This is an optimization exercise on Yosys and OpenROAD, whose aim is small area and a short achievable clock period, not a production implementation.
At most, simulation tests tie the RTL to the original design; equivalence was not proved.
Only the layout flow was run in runs 3 and 4; the RTL was not checked for function there.
Power and IR drop assume default switching activity.

## flow/flow/io.tcl

```tcl
# Operand positions in runs of 32: each run's 64 pins (a and b bit of a position side by
# side, positions in order) sit together on one stretch of the die edge, so the comparison
# tree of a run can be placed next to its pins.
set die [ord::get_die_area]
set w [expr {[lindex $die 2] - [lindex $die 0]}]
set h [expr {[lindex $die 3] - [lindex $die 1]}]
# runs per edge: bottom, right, top, left
set edges {bottom right top left}
set counts {5 3 5 3}
set g 0
foreach edge $edges n $counts {
  set len [expr {($edge eq "bottom" || $edge eq "top") ? $w : $h}]
  set step [expr {($len - 10.0) / $n}]
  for {set k 0} {$k < $n} {incr k} {
    set lo [expr {5.0 + $k * $step}]
    set hi [expr {$lo + $step}]
    set pins {}
    for {set i [expr {$g * 32}]} {$i < [expr {$g * 32 + 32}]} {incr i} {
      lappend pins "operands\[[expr {512 + $i}]\]" "operands\[$i\]"
    }
    set_io_pin_constraint -pin_names $pins -region $edge:$lo-$hi
    set_io_pin_constraint -group -order -pin_names $pins
    incr g
  }
}
```

## flow/flow/outbuf.tcl

```tcl
# Buffer the output ports with a stronger buffer than the input ports get, and give the
# registers that drive them a stronger drive, since the outputs are due early in the cycle.
buffer_ports -outputs -buffer_cell sky130_fd_sc_hd__buf_4
set db [ord::get_db]
set block [ord::get_db_block]
set ff4 [$db findMaster sky130_fd_sc_hd__dfxtp_4]
foreach bt [$block getBTerms] {
  if {[$bt getIoType] ne "OUTPUT"} { continue }
  set buf ""
  foreach it [[$bt getNet] getITerms] {
    if {[$it isOutputSignal]} { set buf [$it getInst] }
  }
  if {$buf eq ""} { continue }
  foreach it [$buf getITerms] {
    if {![$it isInputSignal]} { continue }
    foreach d [[$it getNet] getITerms] {
      if {![$d isOutputSignal]} { continue }
      set ff [$d getInst]
      if {[[$ff getMaster] getName] eq "sky130_fd_sc_hd__dfxtp_1"} {
        $ff swapMaster $ff4
        puts "outbuf: [$ff getName] set to dfxtp_4"
      }
    }
  }
}
```

## flow/constraint.sdc

```tcl
create_clock -name core_clock -period 2.8 [get_ports {clk}]
set_input_delay 0.5600 -clock core_clock [delete_from_list [all_inputs] [get_ports {clk}]]
set_output_delay 0.5600 -clock core_clock [all_outputs]
set_load 0.01 [all_outputs]
```

## flow/standard.sh

```bash
#!/bin/bash
# synth_recipe.tcl (not shown) runs the flow's synth.tcl, then flattens the netlist and writes it again
# the make line also repeats each setting of config.mk as NAME=value (left out here)
make -C /OpenROAD-flow-scripts/flow DESIGN_CONFIG=/design/flow/config.mk WORK_HOME=/design/flow/orfs CLKGATE_MAP_FILE= SYNTH_SCRIPT=/design/flow/synth_recipe.tcl "${@:-finish}"
```

## flow/flow/run.sh

```bash
#!/bin/bash
# Standard layout, with these changes: the input port buffers are the smallest buffer, the
# output ports get a stronger buffer and stronger registers, the combinational cells start
# at their smallest size before floorplanning, and the operand pins are placed in runs of
# positions along the die edge.
set -uo pipefail
HERE=$(pwd)
export BUFFER_PORTS_ARGS="-inputs -buffer_cell sky130_fd_sc_hd__buf_1"
export PRE_GLOBAL_PLACE_TCL="$HERE/flow/outbuf.tcl"
export PRE_FLOORPLAN_TCL="$HERE/flow/downsize.tcl"
export PRE_IO_PLACEMENT_TCL="$HERE/flow/io.tcl"
bash standard.sh > "$HERE/standard.log" 2>&1
```

## flow/config.mk

```make
export PLATFORM = sky130hd
export DESIGN_NAME = comparator_512bit
export DESIGN_NICKNAME = comparator_512bit
export VERILOG_FILES = /design/flow/design.v
export SDC_FILE = /design/flow/constraint.sdc
export NUM_CORES = 4
export LEC_CHECK = 0
export CAP_MARGIN = 20
export CORE_AREA = 4 4 316 316
export DIE_AREA = 0 0 320 320
export SETUP_SLACK_MARGIN = 1.5
export SLEW_MARGIN = 20
export SYNTH_HIERARCHICAL = 1
```

## flow/flow/downsize.tcl

```tcl
# Set every combinational cell from synthesis to its smallest drive strength;
# the resizer steps of the flow size up again only where timing, slew or load need it.
set db [ord::get_db]
set n 0
foreach inst [[ord::get_db_block] getInsts] {
  set name [[$inst getMaster] getName]
  if {![regexp {^(sky130_fd_sc_hd__([a-z0-9]+))_([0-9]+)$} $name -> base fn size]} { continue }
  if {[regexp {^(df|dl|sdf|edf|sed|tap|fill|decap|conb|diode)} $fn]} { continue }
  if {$size <= 1} { continue }
  set small [$db findMaster ${base}_1]
  if {$small eq "NULL" || $small eq ""} { continue }
  $inst swapMaster $small
  incr n
}
puts "downsize: $n cells set to drive strength 1"
```

## flow/design.v

```verilog
package cmp_pkg;
    localparam int OPERAND_WIDTH = 512;
    localparam int GROUP_WIDTH = 32;
    localparam int NUM_GROUPS = OPERAND_WIDTH / GROUP_WIDTH;
    localparam int NUM_GROUPS2 = 4;
    localparam int LEAF_WIDTH = 1;
    localparam int PIPE_LATENCY = 4;
    function automatic bit odd_log2(input int n);
        bit r;
        r = 1'b0;
        for (int k = n; k > 1; k = k / 2) begin
            r = ~r;
        end
        odd_log2 = r;
    endfunction
    typedef struct packed {
        logic [OPERAND_WIDTH-1:0] a;
        logic [OPERAND_WIDTH-1:0] b;
    } operand_pair_t;
    typedef struct packed {
        logic gt;
        logic eq;
        logic lt;
    } cmp_flags_t;
    typedef union packed {
        logic [2:0] code;
        cmp_flags_t flags;
    } cmp_result_u;
endpackage
`timescale 1ns/1ps
module operand_capture (
    input  cmp_pkg::operand_pair_t                operands,
    output logic [cmp_pkg::NUM_GROUPS-1:0]        gt_c,
    output logic [cmp_pkg::NUM_GROUPS-1:0]        ge_c
);
    localparam int GW = cmp_pkg::GROUP_WIDTH;
    for (genvar g = 0; g < cmp_pkg::NUM_GROUPS; g++) begin : g_grp
        group_select #(.W(GW), .LW(cmp_pkg::LEAF_WIDTH)) i_grp (
            .a    (operands.a[g*GW +: GW]),
            .b    (operands.b[g*GW +: GW]),
            .gt_o (gt_c[g]),
            .ge_o (ge_c[g])
        );
    end
endmodule
`timescale 1ns/1ps
module cmp_leaf #(
    parameter int W = 1
) (
    input  logic [W-1:0] a,
    input  logic [W-1:0] b,
    output logic         gt_n,
    output logic         ge_n
);
    assign gt_n = ~(a > b);
    assign ge_n = ~(a >= b);
endmodule
module cmp_node #(
    parameter bit INV_IN = 1'b0
) (
    input  logic gt_h,
    input  logic ge_h,
    input  logic gt_l,
    input  logic ge_l,
    output logic gt_o,
    output logic ge_o
);
    if (INV_IN) begin : g_inv
        assign gt_o = ~(gt_h & (ge_h | gt_l));
        assign ge_o = ~(gt_h & (ge_h | ge_l));
    end else begin : g_true
        assign gt_o = ~(gt_h | (ge_h & gt_l));
        assign ge_o = ~(gt_h | (ge_h & ge_l));
    end
endmodule
module gp_tree #(
    parameter int N      = 2,
    parameter bit INV_IN = 1'b0
) (
    input  logic [N-1:0] gt_in,
    input  logic [N-1:0] ge_in,
    output logic         gt_out,
    output logic         ge_out
);
    if (N == 2) begin : g_pair
        cmp_node #(.INV_IN(INV_IN)) i_node (
            .gt_h (gt_in[1]),
            .ge_h (ge_in[1]),
            .gt_l (gt_in[0]),
            .ge_l (ge_in[0]),
            .gt_o (gt_out),
            .ge_o (ge_out)
        );
    end else begin : g_split
        localparam int H = N / 2;
        localparam bit INV_MID = INV_IN ^ cmp_pkg::odd_log2(H);
        logic gt_hi, ge_hi, gt_lo, ge_lo;
        gp_tree #(.N(H), .INV_IN(INV_IN)) i_hi (
            .gt_in  (gt_in[N-1:H]),
            .ge_in  (ge_in[N-1:H]),
            .gt_out (gt_hi),
            .ge_out (ge_hi)
        );
        gp_tree #(.N(H), .INV_IN(INV_IN)) i_lo (
            .gt_in  (gt_in[H-1:0]),
            .ge_in  (ge_in[H-1:0]),
            .gt_out (gt_lo),
            .ge_out (ge_lo)
        );
        cmp_node #(.INV_IN(INV_MID)) i_node (
            .gt_h (gt_hi),
            .ge_h (ge_hi),
            .gt_l (gt_lo),
            .ge_l (ge_lo),
            .gt_o (gt_out),
            .ge_o (ge_out)
        );
    end
endmodule
`timescale 1ns/1ps
module group_select #(
    parameter int W  = 8,
    parameter int LW = 1
) (
    input  logic [W-1:0] a,
    input  logic [W-1:0] b,
    output logic         gt_o,
    output logic         ge_o
);
    localparam int NL = W / LW;
    logic [NL-1:0] gt_n, ge_n;
    for (genvar i = 0; i < NL; i++) begin : g_leaf
        cmp_leaf #(.W(LW)) i_leaf (
            .a    (a[LW*i +: LW]),
            .b    (b[LW*i +: LW]),
            .gt_n (gt_n[i]),
            .ge_n (ge_n[i])
        );
    end
    gp_tree #(.N(NL), .INV_IN(1'b1)) i_tree (
        .gt_in  (gt_n),
        .ge_in  (ge_n),
        .gt_out (gt_o),
        .ge_out (ge_o)
    );
endmodule
`timescale 1ns/1ps
module result_encode (
    input  logic                 gt,
    input  logic                 ge,
    output cmp_pkg::cmp_result_u code
);
    always_comb begin
        code.flags.gt = gt;
        code.flags.eq = ge & ~gt;
        code.flags.lt = ~ge;
    end
endmodule
`timescale 1ns/1ps
module comparator_512bit (
    input  logic                   clk,
    input  logic                   reset,
    input  logic                   in_valid,
    input  cmp_pkg::operand_pair_t operands,
    output logic                   result_valid,
    output cmp_pkg::cmp_result_u   result
);
    localparam int NG  = cmp_pkg::NUM_GROUPS;
    localparam int NG2 = cmp_pkg::NUM_GROUPS2;
    localparam int S2  = NG / NG2;
    localparam bit INV1 = ~cmp_pkg::odd_log2(cmp_pkg::GROUP_WIDTH / cmp_pkg::LEAF_WIDTH);
    localparam bit INV2 = INV1 ^ cmp_pkg::odd_log2(S2);
    localparam bit INV3 = INV2 ^ cmp_pkg::odd_log2(NG2);
    logic           v1, v2, v3;
    logic [NG-1:0]  gt1_c, ge1_c;
    logic [NG-1:0]  gt1, ge1;
    logic [NG2-1:0] gt2_c, ge2_c;
    logic [NG2-1:0] gt2, ge2;
    logic           gt3_c, ge3_c;
    logic           gt3, ge3;
    cmp_pkg::cmp_result_u code_c;
    operand_capture i_operand_capture (
        .operands (operands),
        .gt_c     (gt1_c),
        .ge_c     (ge1_c)
    );
    always_ff @(posedge clk) begin
        if (reset) v1 <= 1'b0;
        else       v1 <= in_valid;
        gt1 <= gt1_c;
        ge1 <= ge1_c;
    end
    for (genvar g = 0; g < NG2; g++) begin : g_stage2
        gp_tree #(.N(S2), .INV_IN(INV1)) i_tree (
            .gt_in  (gt1[g*S2 +: S2]),
            .ge_in  (ge1[g*S2 +: S2]),
            .gt_out (gt2_c[g]),
            .ge_out (ge2_c[g])
        );
    end
    always_ff @(posedge clk) begin
        if (reset) v2 <= 1'b0;
        else       v2 <= v1;
        gt2 <= gt2_c;
        ge2 <= ge2_c;
    end
    gp_tree #(.N(NG2), .INV_IN(INV2)) i_stage3 (
        .gt_in  (gt2),
        .ge_in  (ge2),
        .gt_out (gt3_c),
        .ge_out (ge3_c)
    );
    always_ff @(posedge clk) begin
        if (reset) v3 <= 1'b0;
        else       v3 <= v2;
        gt3 <= gt3_c ^ INV3;
        ge3 <= ge3_c ^ INV3;
    end
    result_encode i_result_encode (
        .gt   (gt3),
        .ge   (ge3),
        .code (code_c)
    );
    always_ff @(posedge clk) begin
        if (reset) begin
            result_valid <= 1'b0;
            result.code  <= 3'b000;
        end else begin
            result_valid <= v3;
            if (v3) begin
                result <= code_c;
            end
        end
    end
endmodule
```

==> flow_summary.toml, run 1 <==
[status]
status = "finished clean"

[critical_path]
r2r_setup_slack_ns = 1.70
required_ns = 2.24
reg2reg_depth = 2
reg2reg_to = "ge2[3]"
crit_path_start_kind = "register"
worstPathArrival_ns = 0.72
path_max_fanout = 2
crit_path_end_kind = "output port"
r2r_start = "ge1[12]"
worstSetupPathType = "reg2out"

[placed_design]
preCtsSetupSlack_ns = 1.156
gp_congestion = 0.7608
io_buffers = 1030
hpwl_um = 40150

[drt]
drc = 0
first_pass_iters = 5
wl_per_cell_um = 10.11
drtAntennaViolNets = 0
viasPerCell = 4.063
drt-initial-drc-count = 352
wirelength_um = 44680
dr_total_vias = 17955

[floorplan]
die_h_um = 320
ios = 1031
die_w_um = 320
start_util = 0.1303
dieArea_um2 = 102400
core-area_um2 = 96570
row_count = 114

[run]
drv_cap = 0

[layout]
drive_gt1_frac = 0.1024
antenna_cells = 0
fill_cells = 11123
nNetsFinal = 4169

[logic_synthesis]
yosysWarningCount = 8
synth_nets = 3135
synthCells = 2108

[hold_path]
whs_endpoint = "v1"
hold_class = "in2reg"
hold_start = "in_valid"
hold_path_depth = 2

[timing]
finalSetupViolCount = 0
period_share = 0.4584
max_freq_ghz = 0.7791
tightest_slew_ns = 0.4628
fin_tns_setup_ns = 0
maxSlewViolCount = 0
report.final.hold_viol_count = 0
worst_slack_ns = 1.516
period_needed_ns = 1.284
slew_headroom = 0.6910
rsz0062_at_grt = "true"
fin_worst_skew_ns = 0.01270

[power_and_ir_drop]
p_per_area_nw_per_um2 = 206.4
leakagePower_nw = 5.681
ir_drop_mv = 0.2078

[clocking]
cts_sinks = 49
insertion_delay_ns = 0.33
cts-root-buf = "clkbuf_16"
cts_setup_buffers = 0
cts_max_path_buffers = 2
clk_pin_slew_worst_paths_ns = 0.09
htreeDepth = 2
cts_buffers = 5
cts_tree = "built"

[grt]
first_global_vias = 16607
grt_pass1_wl_um = 67190
grt_antenna_before_repair = 1
grt_max_degree = 19
grt_usage = 0.07653
grt_overflow = 0
-- layer usage --
metal	GRT usage	part of all wire	vias up
met4	0.01589	0.014	0
met2	0.1610	0.57	460
li1	-	-	9516
met5	0	0	-
met1	0.07697	0.35	7931
met3	0.01285	0.063	48
-- repair_timing --
| action | in CTS | in global routing |
|---|---|---|
| endpoints found under the hold margin | 0 | 0 |
| endpoints found under the setup margin | 3 | 34 |
| resized for setup | 0 | 233 |
| pin swaps | 0 | 47 |
| hold buffers | 0 | 0 |
-- report_power, final --
group / switching, W / internal, W / total, W
Combinational: 0.00130 / 0.00120 / 0.00250
Sequential: 0.0000240 / 0.000721 / 0.000745
Clock: 0.000393 / 0.000346 / 0.000740
-- layout make-up --
| class | instances | area (um^2) | share of cell area |
|---|---|---|---|
| Clock buffer | 5 | 125.1 | 0.006480 |
| Clock inverter | 3 | 28.78 | 0.001491 |
| Inverter | 1 | 3.754 | 0.0001944 |
| Multi-Input combinational cell | 2057 | 12680 | 0.6570 |
| Sequential cell | 49 | 996.0 | 0.05158 |
| Tap cell | 1276 | 1597 | 0.08269 |
| Timing Repair Buffer | 1028 | 3872 | 0.2006 |
-- sequential cells by signal, indices dropped and copies added (netlist names) --
name,count
gt3,1
ge2,4
result,3
ge1,16
v1,1
result_valid,1
gt1,16
v2,1
gt2,4
v3,1
ge3,1
-- worst max path at each step --
stage             startpoint   endpoint  depth (start not counted)
6_report           result[1]  result[1]                          0
5_1_grt         operands[14]     ge1[0]                          7
4_1_cts            result[1]  result[1]                          0
3_5_place_dp   operands[423]    gt1[13]                          7
3_3_place_gp   operands[927]    ge1[12]                          7
2_1_floorplan  operands[351]    ge1[10]                          6
-- stage by stage --
stage	std cells	hold WS, ns	total power (W)	util	instance area, um^2
finish	4419	0.4442	0.003985	0.1999	19310
global route	4419	0.4275	0.004450	0.1999	19310
global placement	4411	0.4220	0.002992	0.1900	18350
floorplan	2108	0.4138	0.002158	-	12870
CTS	4419	0.4060	0.003895	0.1916	18500
detailed placement	4411	0.4303	0.003049	0.1900	18350
-- cells in the final DEF, fill, tap and decap left out --
| cell type | count |
|---|---|
| buf_4 | 2 |
| nand2b_1 | 510 |
| nand2b_4 | 2 |
| buf_1 | 1021 |
| inv_8 | 1 |
| clkbuf_2 | 5 |
| nor2b_4 | 24 |
| nor2_1 | 3 |
| dfxtp_1 | 45 |
| clkinv_4 | 1 |
| o21ai_2 | 59 |
| nor2b_1 | 378 |
| inv_6 | 1 |
| a21oi_1 | 237 |
| inv_1 | 1 |
| nor2b_2 | 115 |
| o21ai_1 | 623 |
| a21oi_2 | 103 |
| dfxtp_4 | 4 |
| clkbuf_16 | 5 |
| mux2i_1 | 3 |
==> run 2: changes to the inputs <==
==> flow/flow/run.sh (replaced) <==
#!/bin/bash
# Standard layout, with these changes: the port buffers are the smallest buffer, except that
# the output ports get a stronger buffer and stronger registers after global placement, the
# combinational cells start at their smallest size before floorplanning, and the operand
# pins are placed in runs of positions along the die edge.
set -uo pipefail
HERE=$(pwd)
export BUFFER_PORTS_ARGS="-buffer_cell sky130_fd_sc_hd__buf_1"
export POST_GLOBAL_PLACE_TCL="$HERE/flow/outbuf.tcl"
export PRE_FLOORPLAN_TCL="$HERE/flow/downsize.tcl"
export PRE_IO_PLACEMENT_TCL="$HERE/flow/io.tcl"
bash standard.sh > "$HERE/standard.log" 2>&1
--- a/flow/flow/outbuf.tcl
+++ b/flow/flow/outbuf.tcl
@@ -1,8 +1,8 @@
-# Buffer the output ports with a stronger buffer than the input ports get, and give the
-# registers that drive them a stronger drive, since the outputs are due early in the cycle.
-buffer_ports -outputs -buffer_cell sky130_fd_sc_hd__buf_4
+# The output ports are due early in the cycle: give their port buffers and the registers
+# that drive them a stronger drive (same cells, larger size; placement legalizes after).
 set db [ord::get_db]
 set block [ord::get_db_block]
 set ff4 [$db findMaster sky130_fd_sc_hd__dfxtp_4]
+set buf4 [$db findMaster sky130_fd_sc_hd__buf_4]
 foreach bt [$block getBTerms] {
   if {[$bt getIoType] ne "OUTPUT"} { continue }
@@ -12,4 +12,8 @@
   }
   if {$buf eq ""} { continue }
+  if {[[$buf getMaster] getName] eq "sky130_fd_sc_hd__buf_1"} {
+    $buf swapMaster $buf4
+    puts "outbuf: [$buf getName] set to buf_4"
+  }
   foreach it [$buf getITerms] {
     if {![$it isInputSignal]} { continue }
--- a/flow/config.mk
+++ b/flow/config.mk
@@ -9,5 +9,5 @@
 export CORE_AREA = 4 4 316 316
 export DIE_AREA = 0 0 320 320
-export SETUP_SLACK_MARGIN = 1.5
+export SETUP_SLACK_MARGIN = 1.2
 export SLEW_MARGIN = 20
 export SYNTH_HIERARCHICAL = 1
==> flow_summary.toml, run 2 <==
[status]
status = "finished clean"

[clocking]
clk_pin_slew_worst_paths_ns = 0.08
cts_buffers = 5
hold_buffers = 0
cts_max_path_buffers = 2
cts-root-buf = "clkbuf_16"
cts_setup_buffers = 0
cts_tree = "built"
cts_sinks = 49
htreeDepth = 2
insertion_delay_ns = 0.33
cts-resized-gates = 0

[placed_design]
io_buffers = 1030
dp.cells = 4413
hpwl_um = 39500

[grt]
first_global_vias = 17202
grt_antenna_before_repair = 2
grt_max_degree = 18
grt_usage = 0.07708
grt_pass1_wl_um = 68120
grt_overflow = 0

[layout]
fill_cells = 11261
multi_input_area_um2 = 11590
antenna_cells = 0
nNetsFinal = 4171
final_common_cell = "buf_1"
postLayoutCoreUtil = 0.1887
drive_gt1_frac = 0.005087
seqCellArea_um2 = 996.0
top_regs = "ge1: 16 flops, gt1: 16 flops"
final_cells = 4421
final_cell_mix = "buf_1 (1,026), o21ai_1 (682), nor2b_1 (517), nand2b_1 (512), a21oi_1 (340)"

[logic_synthesis]
synth_nets = 3135
yosysWarningCount = 8
synthCells = 2108

[critical_path]
cp_num_buf_inv = 1
worstPathArrival_ns = 0.81
worstSetupPathType = "reg2out"
path_max_fanout = 2
max_stage_delay_ns = 0.35
crit_chain = "buf_4"
crit_path_start_kind = "register"
crit_path_end_kind = "output port"
cp_top_family = "flip-flops"
cp_slowest_cell = "dfxtp_4"
required_ns = 2.24

[power_and_ir_drop]
p_per_area_nw_per_um2 = 202.7
leakagePower_nw = 5.341
ir_drop_mv = 0.1934

[drt]
drtAntennaViolNets = 0
drt-initial-drc-count = 372
drc = 0
wl_per_cell_um = 9.650
wirelength_um = 42660
dr_total_vias = 17731
first_pass_iters = 5
viasPerCell = 4.011

[timing]
max_freq_ghz = 0.7301
slew_headroom = 0.5229
finalSetupViolCount = 0
period_share = 0.4892
maxSlewViolCount = 0
whs_ns = 0.4437
report.final.hold_viol_count = 0
fin_worst_skew_ns = 0.008621
fin_tns_setup_ns = 0
tightest_slew_ns = 0.7157
rsz0062_at_grt = "false"
period_needed_ns = 1.370

[floorplan]
row_count = 114
dieArea_um2 = 102400
core-area_um2 = 96570
die_w_um = 320
start_util = 0.1303
ios = 1031
die_h_um = 320

[hold_path]
hold_class = "reg2reg"

[run]
drv_cap = 0
-- run 2: layer usage --
layer	global-route usage	part of all wire	wire length (um)
met3	0.01379	0.066	2819
met4	0.02339	0.021	901
met5	0	0	0
met1	0.07627	0.36	15310
met2	0.1595	0.55	23630
-- run 2: per-stage QoR --
step / cell area (um^2) / setup slack, ns / total power [W]
after floorplan: 12580 / 1.388 / 0.002131
after global routing: 18220 / 1.314 / 0.004185
after global placement: 18040 / 1.089 / 0.002946
after detailed placement: 18070 / 1.065 / 0.003005
after CTS: 18220 / 1.378 / 0.003819
final: 18220 / 1.430 / 0.003693
-- run 2: path summary, 6_finish.rpt --
path                    end  depth (start not counted)  slack (ns)      start
setup / recovery  result[0]                          1        1.43  result[0]
hold / removal           v2                          1        0.44         v1
setup reg to reg        gt3                          2        1.61     ge2[3]
hold reg to reg          v2                          1        0.44         v1
-- run 2: cell type report --
class,count,share of cell area
clock buffer,5,0.006866
tap,1276,0.08761
sequential,49,0.05466
inverter,1,0.0002060
multi-input combinational,2057,0.6362
timing repair buffer,1030,0.2130
clock inverter,3,0.001442
-- run 2: report_power, final --
part           internal, W  total (W)  switching (W)
clock             0.000340   0.000718       0.000377
combinational      0.00109    0.00223        0.00114
sequential        0.000721   0.000743      0.0000218
total              0.00215    0.00369        0.00154
==> run 3: changes to the inputs <==
--- a/flow/design.v
+++ b/flow/design.v
@@ -1,5 +1,5 @@
 package cmp_pkg;
     localparam int OPERAND_WIDTH = 512;
-    localparam int GROUP_WIDTH = 32;
+    localparam int GROUP_WIDTH = 16;
     localparam int NUM_GROUPS = OPERAND_WIDTH / GROUP_WIDTH;
     localparam int NUM_GROUPS2 = 4;
==> flow_summary.toml, run 3 <==
[status]
status = "finished clean"

[timing]
tightest_slew_ns = 0.5451
worst_slack_ns = 1.358
maxSlewViolCount = 0
period_share = 0.5151
max_freq_ghz = 0.6933
finalSetupViolCount = 0
fin_tns_setup_ns = 0
report.final.hold_viol_count = 0
fin_worst_skew_ns = 0.01085
rsz0062_at_grt = "false"
period_needed_ns = 1.442
slew_headroom = 0.6366

[critical_path]
reg2reg_depth = 3
crit_path_start_kind = "register"
reg2reg_to = "ge2[2]"
path_max_fanout = 2
worst-path-stages = 1
max_stage_delay_ns = 0.36
crit_path_end_kind = "output port"
cp_top_family = "flip-flops"
crit_chain = "buf_4"
cp_num_buf_inv = 1
cp-startpoint = "result[1]"
required_ns = 2.24
r2r_setup_slack_ns = 1.63
worstPathArrival_ns = 0.88
crit_end = "result[1]"
r2r_start = "ge1[16]"
worstSetupPathType = "reg2out"
cp_slowest_cell = "dfxtp_4"

[power_and_ir_drop]
power_frac_clock = 0.275
pwr-share-comb = 0.457
p_switching_w = 0.001819
switching_share = 0.3725
ir_drop_mv = 0.2292
p_per_area_nw_per_um2 = 256.2
cell_internal_pwr_w = 0.003063
leakagePower_nw = 5.711
pwr-share-seq = 0.267

[clocking]
cts_max_path_buffers = 2
cts_tree = "built"
hold_buffers = 0
cts-root-buf = "clkbuf_16"
cts_buffers = 9
insertion_delay_ns = 0.38
clk_pin_slew_worst_paths_ns = 0.08
cts-resized-gates = 0
cts_setup_buffers = 0
htreeDepth = 3
cts_sinks = 81

[drt]
dr_total_vias = 18087
wirelength_um = 44100
drtAntennaViolNets = 0
viasPerCell = 4.051
drc = 0
first_pass_iters = 5
drt-initial-drc-count = 431
wl_per_cell_um = 9.876

[placed_design]
dp.cells = 4449
io_buffers = 1030
hpwl_um = 40300
postPlaceCellArea_um2 = 18740
preCtsSetupSlack_ns = 1.290

[hold_path]
hold_class = "in2reg"
hold_start = "in_valid"
hold_path_depth = 2

[floorplan]
core-area_um2 = 96570
start_util = 0.1369
dieArea_um2 = 102400
die_w_um = 320
ios = 1031
die_h_um = 320
row_count = 114

[layout]
stdcell_area_um2 = 19050
final_common_cell = "buf_1"
final_cells = 4465
top_regs = "ge1: 32 flops, gt1: 32 flops"
antenna_cells = 0
final_cell_mix = "buf_1 (1,026), o21ai_1 (682), nor2b_1 (517), nand2b_1 (512), a21oi_1 (340)"
drive_gt1_frac = 0.008780
postLayoutCoreUtil = 0.1973
nNetsFinal = 4211

[logic_synthesis]
synth_nets = 3167
yosysWarningCount = 8
synthCells = 2140

[grt]
grt_overflow = 0
grt_pass1_wl_um = 68720
grt_max_degree = 17
first_global_vias = 17064
grt_antenna_before_repair = 0
grt_usage = 0.07873

[run]
drv_cap = 0
==> run 3: metrics by stage <==
stage | hold WS, ns | total power, W
floorplan | 0.4138 | 0.002690
global placement | 0.4185 | 0.003516
detailed placement | 0.4284 | 0.003577
CTS | 0.3558 | 0.005057
global route | 0.3826 | 0.005414
finish | 0.4110 | 0.004882
==> run 3: how the worst min path moves through the flow <==
stage,end,slack [ns]
3_3_place_gp,v3,0.42
2_1_floorplan,v2,0.41
3_5_place_dp,v2,0.43
5_1_grt,v1,0.38
4_1_cts,v1,0.36
6_report,v1,0.41
==> run 3: layer usage <==
layer | global-route usage | up-vias | part of all wire
li1 | - | 9626 | -
met2 | 0.1624 | 485 | 0.56
met1 | 0.07775 | 7915 | 0.36
met4 | 0.02758 | 0 | 0.021
met5 | 0 | - | 0
met3 | 0.01266 | 61 | 0.064
==> run 3: layout make-up <==
cell class	count	area [um^2]
Clock buffer	9	225.2
Multi-Input combinational cell	2057	11590
Inverter	1	3.754
Tap cell	1276	1597
Fill cell	11190	77510
Timing Repair Buffer	1034	3911
Sequential cell	81	1637
Clock inverter	7	85.08
==> run 3: power groups by stage <==
stage / clock network, W / registers, W / logic (W)
after global routing: 0.00152 / 0.00132 / 0.00258
final: 0.00134 / 0.00131 / 0.00223
after detailed placement: 0 / 0.00133 / 0.00224
after CTS: 0.00149 / 0.00131 / 0.00226
after global placement: 0 / 0.00134 / 0.00218
after floorplan: 0 / 0.00132 / 0.00137
==> run 4: changes to the inputs <==
--- a/flow/design.v
+++ b/flow/design.v
@@ -1,7 +1,7 @@
 package cmp_pkg;
     localparam int OPERAND_WIDTH = 512;
-    localparam int GROUP_WIDTH = 16;
+    localparam int GROUP_WIDTH = 32;
     localparam int NUM_GROUPS = OPERAND_WIDTH / GROUP_WIDTH;
-    localparam int NUM_GROUPS2 = 4;
+    localparam int NUM_GROUPS2 = 2;
     localparam int LEAF_WIDTH = 1;
     localparam int PIPE_LATENCY = 4;
@@ -45,4 +45,10 @@
 endmodule
 `timescale 1ns/1ps
+module cmp_inv (
+    input  logic x,
+    output logic x_n
+);
+    assign x_n = ~x;
+endmodule
 module cmp_leaf #(
     parameter int W = 1
@@ -53,6 +59,16 @@
     output logic         ge_n
 );
-    assign gt_n = ~(a > b);
-    assign ge_n = ~(a >= b);
+    if (W == 1) begin : g_bit
+        logic b_n;
+        cmp_inv i_inv (
+            .x   (b[0]),
+            .x_n (b_n)
+        );
+        assign gt_n = ~(a[0] & b_n);
+        assign ge_n = ~(a[0] | b_n);
+    end else begin : g_slice
+        assign gt_n = ~(a > b);
+        assign ge_n = ~(a >= b);
+    end
 endmodule
 module cmp_node #(
==> flow_summary.toml, run 4 <==
[status]
status = "finished clean"

[layout]
final_cell_mix = "buf_1 (1,026), o21ai_1 (679), nor2_1 (515), inv_1 (513), nand2_1 (512)"
final_cells = 4929
multi_input_area_um2 = 9046
top_regs = "ge1: 16 flops, gt1: 16 flops, result: 3 flops"
antenna_cells = 0
nNetsFinal = 4679
final_common_cell = "buf_1"
seqCellArea_um2 = 915.9
drive_gt1_frac = 0.005475
fill_cells = 11461

[clocking]
cts_sinks = 45
cts-resized-gates = 2
cts-root-buf = "clkbuf_16"
cts_max_path_buffers = 2
cts_buffers = 5
insertion_delay_ns = 0.33
clk_pin_slew_worst_paths_ns = 0.09
cts_tree = "built"
cts_setup_buffers = 0
hold_buffers = 0
htreeDepth = 2

[power_and_ir_drop]
leakagePower_nw = 7.876
ir_drop_mv = 0.1876
p_per_area_nw_per_um2 = 212.1

[floorplan]
core-area_um2 = 96570
die_w_um = 320
ios = 1031
dieArea_um2 = 102400
die_h_um = 320
row_count = 114
start_util = 0.1228

[drt]
drc = 0
wl_per_cell_um = 8.593
drt-initial-drc-count = 558
dr_total_vias = 18760
drtAntennaViolNets = 0
first_pass_iters = 8
wirelength_um = 42360
viasPerCell = 3.806

[critical_path]
worstPathArrival_ns = 1.73
crit_path_start_kind = "primary input"
worstSetupPathType = "in2reg"
max_stage_delay_ns = 0.31
r2r_start = "ge1[7]"
crit_path_end_kind = "register"
path_max_fanout = 2
cp-startpoint = "operands[415]"
crit_chain = "buf_1 -> inv_1 -> nor2_1 -> o21ai_1 -> a21oi_1 -> o21ai_1 -> a21oi_1 -> o21ai_2"
required_ns = 2.98
cp_slowest_cell = "a21oi_1"

[grt]
grt_antenna_before_repair = 2
grt_max_degree = 17
grt_pass1_wl_um = 64830
grt_usage = 0.07394
grt_overflow = 0
first_global_vias = 16714

[logic_synthesis]
synth_nets = 3643
synthCells = 2616
yosysWarningCount = 8

[placed_design]
io_buffers = 1030
dp.cells = 4921
hpwl_um = 39160

[timing]
period_share = 0.5553
fin_worst_skew_ns = 0.008163
tightest_slew_ns = 0.5163
period_needed_ns = 1.555
max_freq_ghz = 0.6432
finalSetupViolCount = 0
fin_tns_setup_ns = 0
slew_headroom = 0.6535
maxSlewViolCount = 0
rsz0062_at_grt = "true"
report.final.hold_viol_count = 0

[hold_path]
hold_start = "gt2[0]"
hold_class = "reg2reg"

[run]
drv_cap = 0
## run 4: critical path: cells and delay by family
kind / cells / cell delay [ns]
compound gates: 5 / 0.92
simple gates: 1 / 0.13
buf+inv: 2 / 0.11
## run 4: per-layer routing
metal,up-vias,routed length (um),global-route usage,share of wire
li1,10524,-,-,-
met1,7683,15900,0.07491,0.38
met2,499,22950,0.1534,0.54
met3,54,2799,0.01247,0.066
met4,0,699,0.01829,0.017
met5,-,0,0,0
## run 4: power by group
group / total, W / internal, W / switching [W]
Combinational: 0.00221 / 0.000938 / 0.00127
Clock: 0.000830 / 0.000432 / 0.000398
Sequential: 0.000680 / 0.000664 / 0.0000155
Total: 0.00372 / 0.00203 / 0.00169
## run 4: worst paths after layout
path / depth (start not counted) / end / slack [ns]
worst max-delay path: 8 / gt1[12] / 1.25
worst min-delay path: 1 / gt3 / 0.44
worst max register to register: 3 / ge2[0] / 1.59
worst min register to register: 1 / gt3 / 0.44
## run 4: cell type report
cell class	instances	share of cell area
clock buffer	5	0.007134
timing repair buffer	1030	0.2213
tap	1276	0.09103
clock inverter	3	0.002711
multi-input combinational	2057	0.5158
inverter	513	0.1098
sequential	45	0.05222
## run 4: stage by stage
step	hold slack (ns)	instance area [um^2]	utilization	setup slack, ns	power, W
CTS	0.4228	17530	0.1815	1.221	0.003869
finish	0.4358	17540	0.1816	1.245	0.003720
floorplan	0.3727	11860	-	1.381	0.002062
global route	0.4395	17540	0.1816	1.176	0.004228
global placement	0.4197	17320	0.1794	0.6404	0.002855
detailed placement	0.4256	17350	0.1797	0.6245	0.002913
==> run 5: changes to the inputs <==
--- a/flow/design.v
+++ b/flow/design.v
@@ -3,5 +3,5 @@
     localparam int GROUP_WIDTH = 32;
     localparam int NUM_GROUPS = OPERAND_WIDTH / GROUP_WIDTH;
-    localparam int NUM_GROUPS2 = 2;
+    localparam int NUM_GROUPS2 = 4;
     localparam int LEAF_WIDTH = 1;
     localparam int PIPE_LATENCY = 4;
--- a/flow/config.mk
+++ b/flow/config.mk
@@ -9,4 +9,5 @@
 export CORE_AREA = 4 4 316 316
 export DIE_AREA = 0 0 320 320
+export PLACE_DENSITY = 0.4
 export SETUP_SLACK_MARGIN = 1.2
 export SLEW_MARGIN = 20
==> flow_summary.toml, run 5 <==
[floorplan]
ios = 1031
core-area_um2 = 96570
die_w_um = 320
die_h_um = 320
row_count = 114
start_util = 0.1237
dieArea_um2 = 102400

[critical_path]
crit_path_end_kind = "output port"
cp_num_buf_inv = 1
cp_top_family = "flip-flops"
crit_chain = "buf_4"
cp_slowest_cell = "dfxtp_4"
max_stage_delay_ns = 0.36
path_max_fanout = 2
required_ns = 2.24
r2r_setup_slack_ns = 1.65
worstPathArrival_ns = 0.83
crit_path_start_kind = "register"
worstSetupPathType = "reg2out"

[timing]
maxSlewViolCount = 0
finalSetupViolCount = 0
report.final.hold_viol_count = 0
fin_tns_setup_ns = 0
fin_worst_skew_ns = 0.008623
slew_headroom = 0.5595
period_share = 0.4968
period_needed_ns = 1.391
max_freq_ghz = 0.7188
worst_slack_ns = 1.409
tightest_slew_ns = 0.6608
rsz0062_at_grt = "false"

[status]
status = "finished clean"

[clocking]
cts_setup_buffers = 0
clk_pin_slew_worst_paths_ns = 0.08
cts-resized-gates = 0
cts_tree = "built"
cts-root-buf = "clkbuf_16"
hold_buffers = 0
cts_max_path_buffers = 2
cts_sinks = 49
insertion_delay_ns = 0.33
htreeDepth = 2
cts_buffers = 5

[drt]
wirelength_um = 51690
dr_total_vias = 18770
viasPerCell = 3.801
drtAntennaViolNets = 0
drc = 0
wl_per_cell_um = 10.47
first_pass_iters = 7
drt-initial-drc-count = 556

[power_and_ir_drop]
p_total_w = 0.003696
pwr-share-seq = 0.201
power_frac_clock = 0.195
switching_share = 0.4593
pwr-share-comb = 0.604
ir_drop_mv = 0.2189
p_switching_w = 0.001698
cell_internal_pwr_w = 0.001998
p_per_area_nw_per_um2 = 210.1
leakagePower_nw = 7.891

[grt]
first_global_vias = 18223
grt_usage = 0.09360
grt_pass1_wl_um = 79450
grt_overflow = 0
grt_max_degree = 18
grt_antenna_before_repair = 7

[run]
drv_cap = 0

[hold_path]
hold_class = "reg2reg"

[layout]
drive_gt1_frac = 0.004375
final_cell_mix = "buf_1 (1,026), o21ai_1 (682), nor2_1 (515), inv_1 (513), nand2_1 (512)"
final_common_cell = "buf_1"
nNetsFinal = 4683
top_regs = "ge1: 16 flops, gt1: 16 flops"

[logic_synthesis]
synth_nets = 3647
synthCells = 2620
yosysWarningCount = 8

[placed_design]
preCtsSetupSlack_ns = 1.045
io_buffers = 1030
hpwl_um = 48770
## run 5: final timing paths
path | startpoint | end | depth (start not counted)
worst max-delay path | result[0] | result[0] | 1
worst max register to register | ge2[3] | gt3 | 2
worst min register to register | v2 | v3 | 1
worst min-delay path | v2 | v3 | 1
## run 5: per-stage QoR
| step | cells | cell area (um^2) | hold WS [ns] | utilization |
|---|---|---|---|---|
| floorplan | 2620 | 11940 | 0.4138 | - |
| global placement | 4925 | 17400 | 0.4327 | 0.1802 |
| CTS | 4933 | 17580 | 0.4526 | 0.1821 |
| global route | 4938 | 17590 | 0.4744 | 0.1822 |
| finish | 4938 | 17590 | 0.4467 | 0.1822 |
| detailed placement | 4925 | 17430 | 0.4283 | 0.1805 |
## run 5: final cells by class
cell class	count	area, um^2
clock inverter	3	26.28
clock buffer	5	125.1
timing repair buffer	1030	3881
antenna	5	12.51
tap	1276	1597
multi-input combinational	2057	9031
inverter	513	1926
sequential	49	996.0
fill	11678	78970
## run 5: power by group through the flow
| stage | clock network (W) | registers, W | logic [W] |
|---|---|---|---|
| 2_1_floorplan | 0 | 0.000749 | 0.00137 |
| 6_report | 0.000721 | 0.000742 | 0.00223 |
| 3_5_place_dp | 0 | 0.000762 | 0.00226 |
| 4_1_cts | 0.000840 | 0.000746 | 0.00227 |
| 3_3_place_gp | 0 | 0.000766 | 0.00223 |
| 5_1_grt | 0.000837 | 0.000748 | 0.00264 |
## run 5: per-layer routing
| layer | wire length, um | global-route usage |
|---|---|---|
| met1 | 18690 | 0.09179 |
| met2 | 28760 | 0.1949 |
| met3 | 3109 | 0.01784 |
| met4 | 1124 | 0.02628 |
| met5 | 0 | 0 |
==> run 6: changes to the inputs <==
--- a/flow/config.mk
+++ b/flow/config.mk
@@ -9,5 +9,4 @@
 export CORE_AREA = 4 4 316 316
 export DIE_AREA = 0 0 320 320
-export PLACE_DENSITY = 0.4
 export SETUP_SLACK_MARGIN = 1.2
 export SLEW_MARGIN = 20
==> flow_summary.toml, run 6 <==
[critical_path]
required_ns = 2.24
crit_chain = "buf_4"
cp_num_buf_inv = 1
worstPathArrival_ns = 0.82
cp_slowest_cell = "dfxtp_4"
crit_path_start_kind = "register"
cp-startpoint = "result[1]"
cp_top_family = "flip-flops"
path_max_fanout = 2
crit_path_end_kind = "output port"
r2r_start = "ge1[12]"
worstSetupPathType = "reg2out"
max_stage_delay_ns = 0.35

[clocking]
cts-resized-gates = 0
clk_pin_slew_worst_paths_ns = 0.09
hold_buffers = 0
cts_setup_buffers = 0
cts_max_path_buffers = 2
insertion_delay_ns = 0.33
cts_sinks = 49
cts_tree = "built"
cts-root-buf = "clkbuf_16"
htreeDepth = 2
cts_buffers = 5

[timing]
fin_worst_skew_ns = 0.007672
report.final.hold_viol_count = 0
slew_headroom = 0.7014
finalSetupViolCount = 0
fin_tns_setup_ns = 0
worst_slack_ns = 1.423
period_needed_ns = 1.377
rsz0062_at_grt = "false"
maxSlewViolCount = 0
max_freq_ghz = 0.7264
tightest_slew_ns = 0.4473
period_share = 0.4916

[floorplan]
die_h_um = 320
row_count = 114
ios = 1031
die_w_um = 320
core-area_um2 = 96570
dieArea_um2 = 102400
start_util = 0.1237

[power_and_ir_drop]
ir_drop_mv = 0.2186
p_per_area_nw_per_um2 = 209.6
leakagePower_nw = 7.910

[drt]
first_pass_iters = 5
drt-initial-drc-count = 523
viasPerCell = 3.818
drc = 0
dr_total_vias = 18857
wirelength_um = 42410
wl_per_cell_um = 8.586
drtAntennaViolNets = 0

[logic_synthesis]
synthCells = 2620
synth_nets = 3647
yosysWarningCount = 8

[layout]
fill_cells = 11383
top_regs = "ge1: 16 flops, gt1: 16 flops"
final_common_cell = "buf_1"
nNetsFinal = 4685
final_cell_mix = "buf_1 (1,026), o21ai_1 (682), nor2_1 (515), inv_1 (513), nand2_1 (512)"
drive_gt1_frac = 0.004919

[status]
status = "finished clean"

[grt]
grt_pass1_wl_um = 65980
grt_overflow = 0
first_global_vias = 16936
grt_max_degree = 19
grt_usage = 0.07464
grt_antenna_before_repair = 2

[placed_design]
io_buffers = 1030
hpwl_um = 39320
preCtsSetupSlack_ns = 1.103

[hold_path]
hold_start = "v2"
hold_class = "reg2reg"

[run]
drv_cap = 0
## run 6: layout make-up
class                           instances  area (um^2)  area share
Antenna cell                            4        10.01   0.0005684
Clock buffer                            5        125.1    0.007105
Clock inverter                          3        28.78    0.001634
Inverter                              513         1926      0.1094
Multi-Input combinational cell       2057         9031      0.5129
Sequential cell                        49        996.0     0.05656
Tap cell                             1276         1597     0.09066
Timing Repair Buffer                 1032         3896      0.2213
## run 6: power breakdown
part	leakage [nW]	internal, W	switching (W)
Clock	0.0763	0.000347	0.000401
Sequential	0.402	0.000721	0.0000236
Combinational	7.43	0.000937	0.00126
## run 6: through the flow
step / hold WS [ns] / power [W] / area (um^2) / utilization / cells
after floorplan: 0.4138 / 0.002120 / 11940 / - / 2620
after global placement: 0.4207 / 0.002918 / 17420 / 0.1803 / 4927
after detailed placement: 0.4331 / 0.002972 / 17450 / 0.1807 / 4927
after CTS: 0.4130 / 0.003828 / 17600 / 0.1823 / 4935
after global routing: 0.4267 / 0.004204 / 17600 / 0.1823 / 4935
final: 0.4516 / 0.003691 / 17610 / 0.1824 / 4939
## run 6: metal layers
layer	vias to the layer above	wire, um	GRT usage
li1	10536	-	-
met1	7805	15760	0.07673
met2	474	23200	0.1548
met3	42	2891	0.01367
met4	0	554	0.01409
met5	-	0	0
## run 6: final timing paths
check,endpoint,slack (ns),depth (start not counted)
worst max-delay path,result[1],1.42,1
worst min-delay path,v3,0.45,1
worst max register to register,ge2[3],1.71,2
worst min register to register,v3,0.45,1
==> run 7: changes to the inputs <==
--- a/flow/design.v
+++ b/flow/design.v
@@ -86,6 +86,6 @@
         assign ge_o = ~(gt_h & (ge_h | ge_l));
     end else begin : g_true
-        assign gt_o = ~(gt_h | (ge_h & gt_l));
-        assign ge_o = ~(gt_h | (ge_h & ge_l));
+        assign gt_o = ~(ge_h & (gt_h | gt_l));
+        assign ge_o = ~(ge_h & (gt_h | ge_l));
     end
 endmodule
--- a/flow/config.mk
+++ b/flow/config.mk
@@ -8,4 +8,6 @@
 export CAP_MARGIN = 20
 export CORE_AREA = 4 4 316 316
+export CTS_CLUSTER_DIAMETER = 400
+export CTS_CLUSTER_SIZE = 50
 export DIE_AREA = 0 0 320 320
 export SETUP_SLACK_MARGIN = 1.2
==> flow_summary.toml, run 7 <==
[placed_design]
hpwl_um = 39180
preCtsSetupSlack_ns = 1.157
io_buffers = 1030
postPlaceCellArea_um2 = 17430

[drt]
drtAntennaViolNets = 0
viasPerCell = 3.816
wl_per_cell_um = 8.514
wirelength_um = 42000
dr_total_vias = 18822
first_pass_iters = 5
drc = 0
drt-initial-drc-count = 520

[critical_path]
cp_slowest_cell = "dfxtp_4"
r2r_setup_slack_ns = 1.66
max_stage_delay_ns = 0.35
cp_num_buf_inv = 1
worstPathArrival_ns = 0.82
reg2reg_depth = 2
r2r_start = "gt1[12]"
crit_path_end_kind = "output port"
crit_chain = "buf_4"
reg2reg_to = "gt2[3]"
worstSetupPathType = "reg2out"
worst-path-stages = 1
cp_top_family = "flip-flops"
crit_path_start_kind = "register"
path_max_fanout = 2
required_ns = 2.24

[floorplan]
start_util = 0.1237
die_w_um = 320
row_count = 114
die_h_um = 320
dieArea_um2 = 102400
core-area_um2 = 96570
ios = 1031

[grt]
grt_overflow = 0
first_global_vias = 16839
grt_antenna_before_repair = 1
grt_max_degree = 18
grt_pass1_wl_um = 65210
grt_usage = 0.07409

[layout]
antenna_cells = 0
syn2layout_area_growth_pct = 47.23
drive_gt1_frac = 0.004375
top_regs = "ge1: 16 flops, gt1: 16 flops"
nNetsFinal = 4683
final_cell_mix = "buf_1 (1,026), o21ai_1 (1,022), nor2_1 (515), inv_1 (513), nand2_1 (512)"
stdcell_area_um2 = 17580
final_common_cell = "buf_1"

[logic_synthesis]
ys_seq_elements = 49
ys_async_sr_fraction = 0
yosysSeqAreaShare = 0.08207
synthCells = 2620
netlist_area_um2 = 11940
synth_area_leader_cell = "o21ai_1"
synth_area_per_cell_um2 = 4.558
yosysWarningCount = 8
synth_nets = 3647
yosysMostFrequentCell = "o21ai_1"
synth_area_leaders = "o21ai_1 (43%), nor2_1 (16%), inv_1 (16%)"
synthTopCellsByCount = "o21ai_1 (1,022), nor2_1 (515), inv_1 (513), nand2_1 (512), dfxtp_1 (49)"
synth_cell_types = 9
synth_flop_cell = "dfxtp_1"
synth_edf_count = 0
yosysTopAreaCellShare = 0.4279

[power_and_ir_drop]
leakagePower_nw = 7.905
p_per_area_nw_per_um2 = 243.3
ir_drop_mv = 0.2003

[hold_path]
whs_endpoint = "v3"
hold_start = "v2"
hold_class = "reg2reg"
hold_path_depth = 1

[clocking]
cts_buffers = 5
cts_tree = "built"
cts-root-buf = "clkbuf_16"
htreeDepth = 2
cts-resized-gates = 0
cts_setup_buffers = 0
insertion_delay_ns = 0.33
hold_buffers = 0
clk_pin_slew_worst_paths_ns = 0.08
cts_sinks = 49
cts_max_path_buffers = 2

[timing]
worst_slack_ns = 1.424
max_freq_ghz = 0.7266
fin_tns_setup_ns = 0
slew_headroom = 0.5785
maxSlewViolCount = 0
period_needed_ns = 1.376
finalSetupViolCount = 0
whs_ns = 0.4482
period_share = 0.4916
rsz0062_at_grt = "false"
fin_worst_skew_ns = 0.007815
report.final.hold_viol_count = 0
tightest_slew_ns = 0.6280

[run]
drv_cap = 0

[status]
status = "finished clean"
run 7: changes by cell type in the layout (fill, tap and decap cells not counted), sizes merged:
cell and delta:
clkinvlp +2, a21oi -340, buf -2, o21ai +340
clkinv -1, inv -1, diode -4
run 7: metrics by stage:
step	std cells	total power [W]	utilization
6_report	4933	0.004278	0.1821
5_1_grt	4933	0.004893	0.1821
4_1_cts	4933	0.004482	0.1821
3_5_place_dp	4925	0.003642	0.1805
3_3_place_gp	4925	0.003581	0.1802
2_1_floorplan	2620	0.002537	-
run 7: cell type report:
cell class	instances	area, um^2
Sequential cell	49	996.0
Inverter	513	1926
Clock buffer	5	125.1
Fill cell	11437	78980
Timing Repair Buffer	1030	3881
Tap cell	1276	1597
Multi-Input combinational cell	2057	9031
Clock inverter	3	26.28
run 7: report_power, final:
group	switching (W)	total [W]	internal, W
clock	0.000378	0.000719	0.000341
combinational	0.00148	0.00253	0.00105
sequential	0.000137	0.00103	0.000891
run 7: per-layer routing:
layer  vias up  part of all wire  GRT usage
met3        50             0.066    0.01304
met4         0             0.017    0.01869
li1      10527                 -          -
met5         -                 0          0
met1      7774              0.37    0.07492
met2       471              0.54     0.1533
run 7: how the worst max path moves through the flow:
stage	start	to	slack (ns)
global placement	operands[255]	gt1[7]	1.19
global route	operands[255]	gt1[7]	1.35
detailed placement	operands[415]	ge1[12]	1.16
CTS	result[2]	result[2]	1.37
finish	result[2]	result[2]	1.42
floorplan	operands[31]	gt1[0]	1.41
run 7: cells by family (layout without fill, tap and decap cells):
kind of cell,count (synthesis),in the layout,synth area share
DFF,49,49,0.08207
buffers and inverters,514,1551,0.1617
AOI/OAI and AO/OA,1022,1022,0.4279
muxes,3,3,0.002512
and+or+nand+nor,1032,1032,0.3258
run 7: worst reg2reg max path, delay by kind of cell, from the launching register on:
| kind | cells | cell delay (ns) |
|---|---|---|
| AO/OA/AOI/OAI | 2 | 0.42 |
| flip-flops | 1 | 0.59 |
run 7: Yosys stat by module, one instance, submodules excluded, excerpt:
module	copies in the design	cells inside	area [um^2]	flops+latches
cmp_inv	512	1	3.754	0
comparator_512bit	1	59	1047	49
result_encode	1	3	25.02	0
==> run 8: changes to the inputs <==
--- a/flow/config.mk
+++ b/flow/config.mk
@@ -8,6 +8,4 @@
 export CAP_MARGIN = 20
 export CORE_AREA = 4 4 316 316
-export CTS_CLUSTER_DIAMETER = 400
-export CTS_CLUSTER_SIZE = 50
 export DIE_AREA = 0 0 320 320
 export SETUP_SLACK_MARGIN = 1.2
==> flow_summary.toml, run 8 <==
[status]
status = "finished clean"

[timing]
fin_tns_setup_ns = 0
period_share = 0.4916
whs_ns = 0.4482
report.final.hold_viol_count = 0
slew_headroom = 0.5785
finalSetupViolCount = 0
period_needed_ns = 1.376
fin_worst_skew_ns = 0.007815
max_freq_ghz = 0.7266
maxSlewViolCount = 0
rsz0062_at_grt = "false"
tightest_slew_ns = 0.6280

[logic_synthesis]
ys_async_sr_fraction = 0
synth_flop_cell = "dfxtp_1"
synth_area_leader_cell = "o21ai_1"
synthCells = 2620
yosysTopAreaCellShare = 0.4279
yosysSeqAreaShare = 0.08207
synthTopCellsByCount = "o21ai_1 (1,022), nor2_1 (515), inv_1 (513), nand2_1 (512), dfxtp_1 (49)"
synth_area_leaders = "o21ai_1 (43%), nor2_1 (16%), inv_1 (16%)"
yosysMostFrequentCell = "o21ai_1"
ys_seq_elements = 49
yosysWarningCount = 8
synth_edf_count = 0
synth_nets = 3647
netlist_area_um2 = 11940
synth_cell_types = 9
synth_area_per_cell_um2 = 4.558

[layout]
antenna_cells = 0
fill_cells = 11437
syn2layout_area_growth_pct = 47.23
top_regs = "ge1: 16 flops, gt1: 16 flops"
final_common_cell = "buf_1"
final_cell_mix = "buf_1 (1,026), o21ai_1 (1,022), nor2_1 (515), inv_1 (513), nand2_1 (512)"
drive_gt1_frac = 0.004375
final_cells = 4933
nNetsFinal = 4683

[floorplan]
start_util = 0.1237
core-area_um2 = 96570
row_count = 114
die_w_um = 320
die_h_um = 320
ios = 1031
dieArea_um2 = 102400

[critical_path]
required_ns = 2.24
worstSetupPathType = "reg2out"
cp_top_family = "flip-flops"
worstPathArrival_ns = 0.82
crit_path_end_kind = "output port"
cp_slowest_cell = "dfxtp_4"
crit_chain = "buf_4"
crit_path_start_kind = "register"
reg2reg_to = "gt2[3]"
reg2reg_depth = 2
cp_num_buf_inv = 1
r2r_setup_slack_ns = 1.66
r2r_start = "gt1[12]"
path_max_fanout = 2
max_stage_delay_ns = 0.35

[placed_design]
hpwl_um = 39180
dp.cells = 4925
io_buffers = 1030

[drt]
wl_per_cell_um = 8.514
drt-initial-drc-count = 520
drtAntennaViolNets = 0
wirelength_um = 42000
dr_total_vias = 18822
viasPerCell = 3.816
first_pass_iters = 5
drc = 0

[power_and_ir_drop]
pwr-share-comb = 0.591
cell_internal_pwr_w = 0.002282
pwr-share-seq = 0.240
switching_share = 0.4665
leakagePower_nw = 7.905
p_switching_w = 0.001996
ir_drop_mv = 0.2003
power_frac_clock = 0.168
p_total_w = 0.004278
p_per_area_nw_per_um2 = 243.3

[hold_path]
hold_start = "v2"
whs_endpoint = "v3"
hold_class = "reg2reg"
hold_path_depth = 1

[clocking]
cts_setup_buffers = 0
cts_tree = "built"
cts-root-buf = "clkbuf_16"
insertion_delay_ns = 0.33
cts_buffers = 5
clk_pin_slew_worst_paths_ns = 0.08
cts-resized-gates = 0
cts_sinks = 49
hold_buffers = 0
htreeDepth = 2
cts_max_path_buffers = 2

[grt]
grt_pass1_wl_um = 65210
first_global_vias = 16839
grt_antenna_before_repair = 1
grt_max_degree = 18
grt_usage = 0.07409
grt_overflow = 0

[run]
drv_cap = 0
run 8: logic make-up after synthesis:
family	after synthesis	share of synthesized area
and+or+nand+nor	1032	0.3258
AOI/OAI and AO/OA	1022	0.4279
muxes	3	0.002512
buffers and inverters	514	0.1617
DFF	49	0.08207
run 8: power groups by stage:
stage	registers (W)	clock network [W]	logic [W]
floorplan	0.000962	0	0.00157
global placement	0.00106	0	0.00252
detailed placement	0.00106	0	0.00258
CTS	0.00105	0.000846	0.00259
global route	0.00106	0.000847	0.00299
finish	0.00103	0.000719	0.00253
run 8: layer usage:
metal,vias up,GRT usage,part of all wire
li1,10527,-,-
met2,471,0.1533,0.54
met1,7774,0.07492,0.37
met3,50,0.01304,0.066
met5,-,0,0
met4,0,0.01869,0.017
run 8: stage by stage:
stage	area (um^2)	utilization	setup WS, ns
5_1_grt	17580	0.1821	1.348
3_5_place_dp	17430	0.1805	1.157
3_3_place_gp	17400	0.1802	1.192
4_1_cts	17580	0.1821	1.369
6_report	17580	0.1821	1.424
2_1_floorplan	11940	-	1.413
run 8: how the worst max path moves through the flow:
stage          cells after the start  slack (ns)           from         to
2_1_floorplan                      7        1.41   operands[31]     gt1[0]
3_3_place_gp                       8        1.19  operands[255]     gt1[7]
3_5_place_dp                       8        1.16  operands[415]    ge1[12]
4_1_cts                            1        1.37      result[2]  result[2]
5_1_grt                            8        1.35  operands[255]     gt1[7]
6_report                           1        1.42      result[2]  result[2]
run 8: area by class of cell:
type	instances	area, um^2	area share
timing repair buffer	1030	3881	0.2208
clock inverter	3	26.28	0.001494
multi-input combinational	2057	9031	0.5137
tap	1276	1597	0.09081
sequential	49	996.0	0.05665
inverter	513	1926	0.1095
clock buffer	5	125.1	0.007116
run 8: Yosys stat by module (local to each module, per instance), a selection:
module | cells | flops+latches | copies in the design | cell area, um^2
cmp_inv | 1 | 0 | 512 | 3.754
comparator_512bit | 59 | 49 | 1 | 1047
result_encode | 3 | 0 | 1 | 25.02
==> run 9: changes to the inputs <==
--- a/flow/config.mk
+++ b/flow/config.mk
@@ -8,4 +8,6 @@
 export CAP_MARGIN = 20
 export CORE_AREA = 4 4 316 316
+export CTS_CLUSTER_DIAMETER = 200
+export CTS_CLUSTER_SIZE = 25
 export DIE_AREA = 0 0 320 320
 export SETUP_SLACK_MARGIN = 1.2
==> flow_summary.toml, run 9 <==
[timing]
finalSetupViolCount = 0
slew_headroom = 0.5785
tightest_slew_ns = 0.6280
fin_worst_skew_ns = 0.007815
period_needed_ns = 1.376
rsz0062_at_grt = "false"
report.final.hold_viol_count = 0
period_share = 0.4916
maxSlewViolCount = 0
max_freq_ghz = 0.7266
fin_tns_setup_ns = 0

[clocking]
insertion_delay_ns = 0.33
cts_buffers = 5
cts_tree = "built"
cts_setup_buffers = 0
clk_pin_slew_worst_paths_ns = 0.08
cts-root-buf = "clkbuf_16"
cts-resized-gates = 0
htreeDepth = 2
cts_sinks = 49
cts_max_path_buffers = 2
hold_buffers = 0

[logic_synthesis]
ys_seq_elements = 49
ys_async_sr_fraction = 0
synth_area_leader_cell = "o21ai_1"
synth_area_leaders = "o21ai_1 (43%), nor2_1 (16%), inv_1 (16%)"
synth_cell_types = 9
synth_nets = 3647
yosysMostFrequentCell = "o21ai_1"
synth_edf_count = 0
synthCells = 2620
netlist_area_um2 = 11940
yosysWarningCount = 8
yosysTopAreaCellShare = 0.4279
synth_area_per_cell_um2 = 4.558
yosysSeqAreaShare = 0.08207
synthTopCellsByCount = "o21ai_1 (1,022), nor2_1 (515), inv_1 (513), nand2_1 (512), dfxtp_1 (49)"
synth_flop_cell = "dfxtp_1"

[floorplan]
dieArea_um2 = 102400
core-area_um2 = 96570
ios = 1031
row_count = 114
die_w_um = 320
die_h_um = 320
start_util = 0.1237

[critical_path]
crit_end = "result[2]"
reg2reg_depth = 2
crit_chain = "buf_4"
r2r_setup_slack_ns = 1.66
worstSetupPathType = "reg2out"
worstPathArrival_ns = 0.82
cp_slowest_cell = "dfxtp_4"
max_stage_delay_ns = 0.35
required_ns = 2.24
cp-startpoint = "result[2]"
path_max_fanout = 2
r2r_start = "gt1[12]"
crit_path_start_kind = "register"
crit_path_end_kind = "output port"
reg2reg_to = "gt2[3]"
cp_top_family = "flip-flops"
worst-path-stages = 1
cp_num_buf_inv = 1

[placed_design]
io_buffers = 1030
hpwl_um = 39180
postPlaceCellArea_um2 = 17430

[grt]
grt_overflow = 0
grt_max_degree = 18
grt_pass1_wl_um = 65210
grt_antenna_before_repair = 1
first_global_vias = 16839
grt_usage = 0.07409

[layout]
final_common_cell = "buf_1"
syn2layout_area_growth_pct = 47.23
top_regs = "ge1: 16 flops, gt1: 16 flops"
nNetsFinal = 4683
antenna_cells = 0
stdcell_area_um2 = 17580
fill_cells = 11437
final_cell_mix = "buf_1 (1,026), o21ai_1 (1,022), nor2_1 (515), inv_1 (513), nand2_1 (512)"
drive_gt1_frac = 0.004375

[drt]
viasPerCell = 3.816
drc = 0
dr_total_vias = 18822
first_pass_iters = 5
wl_per_cell_um = 8.514
drtAntennaViolNets = 0
drt-initial-drc-count = 520
wirelength_um = 42000

[hold_path]
hold_class = "reg2reg"

[run]
drv_cap = 0

[status]
status = "finished clean"

[power_and_ir_drop]
ir_drop_mv = 0.2003
p_per_area_nw_per_um2 = 243.3
leakagePower_nw = 7.905
==> run 9: cell counts after synthesis <==
No cell type changed its count.
==> run 9: kinds of logic after synthesis <==
group,Yosys count,synth area share
flip-flops,49,0.08207
multiplexers,3,0.002512
AO/OA/AOI/OAI,1022,0.4279
AND/OR/NAND/NOR,1032,0.3258
buffers and inverters,514,0.1617
==> run 9: cell type report <==
type | count | area [um^2] | share of cell area
Clock buffer | 5 | 125.1 | 0.007116
Clock inverter | 3 | 26.28 | 0.001494
Inverter | 513 | 1926 | 0.1095
Multi-Input combinational cell | 2057 | 9031 | 0.5137
Sequential cell | 49 | 996.0 | 0.05665
Tap cell | 1276 | 1597 | 0.09081
Timing Repair Buffer | 1030 | 3881 | 0.2208
==> run 9: where the power goes <==
part	leakage [nW]	internal [W]	switching (W)
registers	0.414	0.000891	0.000137
logic	7.42	0.00105	0.00148
clock network	0.0680	0.000341	0.000378
==> run 9: per-module statistics from Yosys, one instance, submodules excluded, a selection <==
| module | area, um^2 | cells inside | flops+latches | times used |
|---|---|---|---|---|
| comparator_512bit | 1047 | 59 | 49 | 1 |
| result_encode | 25.02 | 3 | 0 | 1 |
| cmp_inv | 3.754 | 1 | 0 | 512 |
==> run 9: worst min-delay path by stage <==
stage,endpoint,startpoint,slack [ns],cells past startpoint
floorplan,v2,v1,0.41,1
finish,v3,v2,0.45,1
global route,v2,v1,0.46,1
global placement,v3,v2,0.42,1
detailed placement,v3,v2,0.44,1
CTS,v2,v1,0.46,1
==> run 9: layer usage <==
metal  GRT usage  vias to the layer above  wire length, um
met1     0.07492                     7774            15700
met5           0                        -                0
met3     0.01304                       50             2782
li1            -                    10527                -
met2      0.1533                      471            22820
met4     0.01869                        0              697
==> run 9: metrics by stage <==
step           setup WS (ns)  hold slack [ns]  cells    util  power [W]
6_report               1.424           0.4482   4933  0.1821   0.004278
4_1_cts                1.369           0.4579   4933  0.1821   0.004482
2_1_floorplan          1.413           0.4138   2620       -   0.002537
3_5_place_dp           1.157           0.4369   4925  0.1805   0.003642
5_1_grt                1.348           0.4624   4933  0.1821   0.004893
3_3_place_gp           1.192           0.4229   4925  0.1802   0.003581
==> run 9: worst reg2reg max path: cells and delay by family (launching register included) <==
kind,cells,cell delay (ns)
DFF,1,0.59
AOI/OAI and AO/OA,2,0.42

==> what the ideal ports hide <==
Ports are ideal in the flow. The routed layouts listed here were re-timed in OpenROAD.
Step 1 sets driving cells, clkbuf_16 on the clock port and buf_2 on the other inputs (assumed; they add their load-dependent delay and slew).
Step 2 also shifts input and output timing later by t, the mid clock arrival at the registers, as if the neighbouring blocks saw the same clock.
Three values: ideal ports, drivers, drivers and shift; two values: the first two.
| run | t, ns | setup slack, ns | hold slack, ns | worst setup path after step 2 | worst register clock-pin slew, ns |
|---|---|---|---|---|---|
| run 1 | 0.379 | 1.516 / 1.466 / 1.167 | 0.444 / 0.422 / 0.452 | input to register | 0.09 / 0.09 |
| run 2 | 0.381 | 1.430 / 1.379 / 1.103 | 0.444 / 0.443 / 0.444 | input to register | 0.09 / 0.09 |
| run 3 | 0.424 | 1.358 / 1.310 / 1.276 | 0.411 / 0.391 / 0.442 | input to register | 0.08 / 0.08 |
| run 4 | 0.376 | 1.245 / 1.265 / 0.889 | 0.436 / 0.433 / 0.436 | input to register | 0.09 / 0.09 |
| run 5 | 0.377 | 1.409 / 1.354 / 1.063 | 0.447 / 0.447 / 0.447 | input to register | 0.09 / 0.09 |
| run 6 | 0.377 | 1.423 / 1.375 / 1.122 | 0.452 / 0.429 / 0.452 | input to register | 0.09 / 0.09 |
| run 7 | 0.382 | 1.424 / 1.372 / 1.169 | 0.448 / 0.448 / 0.448 | input to register | 0.09 / 0.09 |
| run 8 | 0.382 | 1.424 / 1.372 / 1.169 | 0.448 / 0.448 / 0.448 | input to register | 0.09 / 0.09 |
| run 9 | 0.382 | 1.424 / 1.372 / 1.169 | 0.448 / 0.448 / 0.448 | input to register | 0.09 / 0.09 |
After both steps every run listed still meets setup and hold. The setup slack of run 4, which loses most, moves by +0.020 ns with the drivers and by -0.356 ns with both steps.
